What follows belongs to an exercise in optimizing a design on an open flow for a short achievable clock period and few clock cycles; a production flow would make more cautious choices.
The RTL was checked by simulation tests, not by an equivalence proof against the original design.
Power is estimated from default activity; no workload was simulated.

==> v20 <==
==> flow/design.v <==
`default_nettype none
package isa_pkg;
  localparam int OPCODE_BITS  = 4;
  localparam int OPERAND_BITS = 16 - OPCODE_BITS;
  typedef logic [OPCODE_BITS-1:0]  opcode_t;
  typedef logic [OPERAND_BITS-1:0] operand_t;
  typedef struct packed {
    opcode_t  opcode;
    operand_t operand;
  } instr_t;
  localparam opcode_t OP_NOP  = 4'h0;
  localparam opcode_t OP_LDI  = 4'h1;   
  localparam opcode_t OP_LD   = 4'h2;
  localparam opcode_t OP_ST   = 4'h3;
  localparam opcode_t OP_ADD  = 4'h4;   
  localparam opcode_t OP_SUB  = 4'h5;
  localparam opcode_t OP_AND  = 4'h6;
  localparam opcode_t OP_OR   = 4'h7;
  localparam opcode_t OP_XOR  = 4'h8;
  localparam opcode_t OP_JMP  = 4'h9;
  localparam opcode_t OP_JZ   = 4'ha;   
  localparam opcode_t OP_OUT  = 4'hb;
  localparam opcode_t OP_IN   = 4'hc;
  localparam opcode_t OP_HALT = 4'hf;
endpackage
`default_nettype wire
`default_nettype none
package bus_pkg;
  typedef logic [16-1:0]    word_t;
  typedef logic [8-1:0] address_t;
  typedef logic [8-1:0]    port_t;
  typedef struct packed {
    logic     wr;
    address_t address;
    word_t    data;
  } mem_req_t;
  typedef struct packed {
    port_t port;
    word_t data;
  } io_write_t;
endpackage
`default_nettype wire
`default_nettype none
module boot_memory
(
  input  wire                     CLK,
  input  wire bus_pkg::address_t  f_addr,
  output bus_pkg::word_t          f_rdata,
  input  wire bus_pkg::address_t  d_addr,
  output bus_pkg::word_t          d_rdata,
  input  wire bus_pkg::mem_req_t  w_req
);
  localparam int DEPTH = 1 << 8;
  bus_pkg::word_t mem [0:DEPTH-1];
  always_ff @(posedge CLK)
  begin
    if (w_req.wr)
    begin
      mem[w_req.address] <= w_req.data;
    end
  end
  assign f_rdata = mem[f_addr];
  assign d_rdata = mem[d_addr];
endmodule
`default_nettype wire
`default_nettype none
module cpu_core
(
  input  wire                    CLK,
  input  wire                    rst,
  input  wire                    start,
  input  wire bus_pkg::mem_req_t host_q,      
  output bus_pkg::mem_req_t      mem_wreq,
  output bus_pkg::address_t      f_addr,
  input  wire bus_pkg::word_t    f_rdata,
  output bus_pkg::address_t      d_addr,
  input  wire bus_pkg::word_t    d_rdata,
  input  wire bus_pkg::word_t    io_in,
  output logic                   io_wr,
  output bus_pkg::io_write_t     io_out,
  output logic                   busy,
  output logic                   halted
);
  logic              running;
  logic              halted_q;
  bus_pkg::address_t pc_f;          
  logic              d_v;
  isa_pkg::instr_t   d_ins;
  bus_pkg::address_t d_pc;
  logic              e_ld;          
  logic              e_add, e_sub, e_and, e_or, e_xor;
  logic              e_st, e_out;
  bus_pkg::address_t e_a;
  bus_pkg::word_t    e_opr;
  bus_pkg::word_t    acc;
  bus_pkg::word_t    io_in_q;       
  logic              io_wr_q;
  bus_pkg::io_write_t io_q;
  isa_pkg::instr_t   ins_f;
  logic              f_jmp;
  assign f_addr = pc_f;
  always_comb
  begin
    if (e_st && e_a == pc_f)
      ins_f = acc;
    else if (host_q.wr && host_q.address == pc_f)
      ins_f = host_q.data;
    else
      ins_f = f_rdata;
  end
  assign f_jmp = (ins_f.opcode == isa_pkg::OP_JMP);
  bus_pkg::address_t d_a;
  bus_pkg::word_t    d_opr;
  logic              stale;
  logic              jz_taken;
  logic              halt_now;
  assign d_a    = bus_pkg::address_t'(d_ins.operand);
  assign d_addr = d_a;
  always_comb
  begin
    if (d_ins.opcode == isa_pkg::OP_LDI)
      d_opr = bus_pkg::word_t'(d_ins.operand);
    else if (d_ins.opcode == isa_pkg::OP_IN)
      d_opr = io_in_q;
    else if (e_st && e_a == d_a)
      d_opr = acc;
    else
      d_opr = d_rdata;
  end
  bus_pkg::word_t acc_d;
  always_comb
  begin
    acc_d = acc;
    if (e_ld)  acc_d = e_opr;
    if (e_add) acc_d = acc + e_opr;
    if (e_sub) acc_d = acc - e_opr;
    if (e_and) acc_d = acc & e_opr;
    if (e_or)  acc_d = acc | e_opr;
    if (e_xor) acc_d = acc ^ e_opr;
  end
  assign stale    = d_v && e_st && (e_a == d_pc);
  assign jz_taken = d_v && !stale && (d_ins.opcode == isa_pkg::OP_JZ) && (acc_d == '0);
  assign halt_now = d_v && !stale && (d_ins.opcode == isa_pkg::OP_HALT);
  assign mem_wreq.wr      = e_st;
  assign mem_wreq.address = e_a;
  assign mem_wreq.data    = acc;
  logic d_issue;      
  logic f_issue;      
  assign d_issue = running && d_v && !stale && !jz_taken && !halt_now;
  assign f_issue = running ? (!stale && !jz_taken && !halt_now) : start;
  always_ff @(posedge CLK)
  begin
    io_in_q <= io_in;
    acc     <= acc_d;
    io_q.port <= e_a;
    io_q.data <= acc;
    io_wr_q <= e_out;
    e_ld  <= d_issue && (d_ins.opcode == isa_pkg::OP_LD || d_ins.opcode == isa_pkg::OP_LDI ||
                         d_ins.opcode == isa_pkg::OP_IN);
    e_add <= d_issue && (d_ins.opcode == isa_pkg::OP_ADD);
    e_sub <= d_issue && (d_ins.opcode == isa_pkg::OP_SUB);
    e_and <= d_issue && (d_ins.opcode == isa_pkg::OP_AND);
    e_or  <= d_issue && (d_ins.opcode == isa_pkg::OP_OR);
    e_xor <= d_issue && (d_ins.opcode == isa_pkg::OP_XOR);
    e_st  <= d_issue && (d_ins.opcode == isa_pkg::OP_ST);
    e_out <= d_issue && (d_ins.opcode == isa_pkg::OP_OUT);
    e_a   <= d_a;
    e_opr <= d_opr;
    d_v <= f_issue;
    if (f_issue)
    begin
      d_ins <= ins_f;
      d_pc  <= pc_f;
    end
    if (!running)
    begin
      pc_f <= f_issue ? (f_jmp ? bus_pkg::address_t'(ins_f.operand) : bus_pkg::address_t'(1)) : '0;
      if (start)
      begin
        running  <= 1'b1;
        halted_q <= 1'b0;
      end
    end
    else if (stale)
      pc_f <= d_pc;
    else if (jz_taken)
      pc_f <= d_a;
    else if (halt_now)
    begin
      pc_f     <= '0;
      running  <= 1'b0;
      halted_q <= 1'b1;
    end
    else
      pc_f <= f_jmp ? bus_pkg::address_t'(ins_f.operand) : pc_f + bus_pkg::address_t'(1);
    if (rst)
    begin
      running  <= 1'b0;
      halted_q <= 1'b0;
      pc_f     <= '0;
      d_v      <= 1'b0;
      acc      <= '0;
      e_ld     <= 1'b0;
      e_add    <= 1'b0;
      e_sub    <= 1'b0;
      e_and    <= 1'b0;
      e_or     <= 1'b0;
      e_xor    <= 1'b0;
      e_st     <= 1'b0;
      e_out    <= 1'b0;
      io_wr_q  <= 1'b0;
    end
  end
  assign io_wr  = io_wr_q;
  assign io_out = io_q;
  assign busy   = running;
  assign halted = halted_q;
endmodule
`default_nettype wire
`default_nettype none
module cpu_system
(
  input  wire                    CLK,
  input  wire                    rst,
  input  wire                    start,
  input  wire bus_pkg::mem_req_t host_req,
  input  wire bus_pkg::word_t    io_in,
  output logic                   io_wr,
  output bus_pkg::io_write_t     io_out,
  output logic                   busy,
  output logic                   halted
);
  bus_pkg::mem_req_t host_q;      
  bus_pkg::mem_req_t core_req;
  bus_pkg::mem_req_t w_req;
  bus_pkg::address_t f_addr;
  bus_pkg::address_t d_addr;
  bus_pkg::word_t    f_rdata;
  bus_pkg::word_t    d_rdata;
  always_ff @(posedge CLK)
  begin
    host_q <= host_req;
  end
  assign w_req = host_q.wr ? host_q : core_req;
  cpu_core u_core (
    .CLK       (CLK),
    .rst       (rst),
    .start     (start),
    .host_q    (host_q),
    .mem_wreq  (core_req),
    .f_addr    (f_addr),
    .f_rdata   (f_rdata),
    .d_addr    (d_addr),
    .d_rdata   (d_rdata),
    .io_in     (io_in),
    .io_wr     (io_wr),
    .io_out    (io_out),
    .busy      (busy),
    .halted    (halted)
  );
  boot_memory u_mem (
    .CLK     (CLK),
    .f_addr  (f_addr),
    .f_rdata (f_rdata),
    .d_addr  (d_addr),
    .d_rdata (d_rdata),
    .w_req   (w_req)
  );
endmodule
`default_nettype wire
==> flow/run.sh <==
#!/bin/bash
# synth_recipe.tcl (not shown) runs the flow's synth.tcl, then flattens the netlist and writes it again
# the make line also repeats each setting of config.mk as NAME=value (left out here)
make -C /OpenROAD-flow-scripts/flow DESIGN_CONFIG=/design/flow/config.mk WORK_HOME=/design/flow/orfs CLKGATE_MAP_FILE= SYNTH_SCRIPT=/design/flow/synth_recipe.tcl finish
==> flow/config.mk <==
export PLATFORM = sky130hd
export DESIGN_NAME = cpu_system
export DESIGN_NICKNAME = cpu_system
export VERILOG_FILES = /design/flow/design.v
export SDC_FILE = /design/flow/constraint.sdc
export NUM_CORES = 4
export LEC_CHECK = 0
export CAP_MARGIN = 20
export CORE_MARGIN = 2
export CORE_UTILIZATION = 30
export SLEW_MARGIN = 20
==> flow/constraint.sdc <==
create_clock -name core_clock -period 12.0 [get_ports {CLK}]
set_input_delay 2.4000 -clock core_clock [delete_from_list [all_inputs] [get_ports {CLK}]]
set_output_delay 2.4000 -clock core_clock [all_outputs]
set_load 0.01 [all_outputs]
==> v33: changes against v20 <==
==> flow/flow/run.sh (new file) <==
#!/bin/bash
# The standard layout, with repair_timing aiming well below the 12 ns clock so that it
# sizes and buffers the critical paths; it fixes the worst 5% of endpoints to bound run time.
set -euo pipefail
bash standard.sh SETUP_SLACK_MARGIN=8 TNS_END_PERCENT=5 finish > standard_flow.log 2>&1
==> flow/standard.sh (new file) <==
#!/bin/bash
# synth_recipe.tcl (not shown) runs the flow's synth.tcl, then flattens the netlist and writes it again
# the make line also repeats each setting of config.mk as NAME=value (left out here)
make -C /OpenROAD-flow-scripts/flow DESIGN_CONFIG=/design/flow/config.mk WORK_HOME=/design/flow/orfs CLKGATE_MAP_FILE= SYNTH_SCRIPT=/design/flow/synth_recipe.tcl "${@:-finish}"
removed: flow/run.sh
==> comparison table <==
| quantity | v20 | v33 |
|---|---|---|
| Final instance area | 226000 um2 | 234000 um2 |
| Share of the cycle needed by the critical path after routing | 54.9% | 37.1% |
| Non-clock buffer share of cell area | 1.66% | 4.32% |
| Multi-input gate share of the layout cell area | 30.9% | 30.5% |
| Power drawn by the sequential cells | 16.7 mW | 16.6 mW |
| Sw frac | 28.0% | 28.5% |
| Highest cell delay on the worst timing path | 0.82 ns | 0.68 ns |
| Count of non-CTS inverters in the layout | 55 | 56 |
| Overall Global Routing Usage | 19.7% | 20.9% |
| Critical Path Start | u_core.pc_f[2] | u_core.pc_f[0] |
| Net load switching power | 10.8 mW | 11.4 mW |
| Worst-Skew Late Latency | 1.07 ns | 1.10 ns |
| Clock transition at path regs | 0.07 ns | 0.06 ns |
| Bufs and invs on worst path | 3 | 4 |
| Status | no timing/DRC/antenna violations | no timing/DRC/antenna violations |
| Worst reg-to-reg path cell count | 13 | 12 |
| Cell-internal power | 27.9 mW | 28.5 mW |
| Required time at the endpoint of the critical path | 12.94 ns | 12.97 ns |
Testbench counts of v20, summed over its fixed seeds: cycles 41,905.
Testbench counts of v33, summed over its fixed seeds: cycles 41,905.

==> port drivers added, routing unchanged <==
The results above use ideal ports. As a check the final layouts listed here were re-extracted and re-timed, cells and wires unchanged. Step 1 assumes that a clkbuf_16 drives the clock port and a buf_2 every other input. Step 2 adds t to the input delays and takes it off the output delays; t is the mean of the earliest and latest rising clock arrival at the registers after step 1. Input paths then give back, and output paths get back, about the clock's delay inside the block. a / b / c = no drivers / after step 1 / after step 2; a / b = the first two.
run | t, ns | setup WS [ns] | worst hold slack (ns)
v20 | 1.138 | 5.409 / 5.409 / 5.409 | 0.444 / 0.444 / 0.444
v33 | 1.192 | 7.553 / 7.550 / 6.986 | 0.421 / 0.421 / 0.421
After both steps every run listed still meets setup and hold. For v33, which loses most, drivers alone change the setup slack by -0.003 ns; drivers and shift together by -0.567 ns.
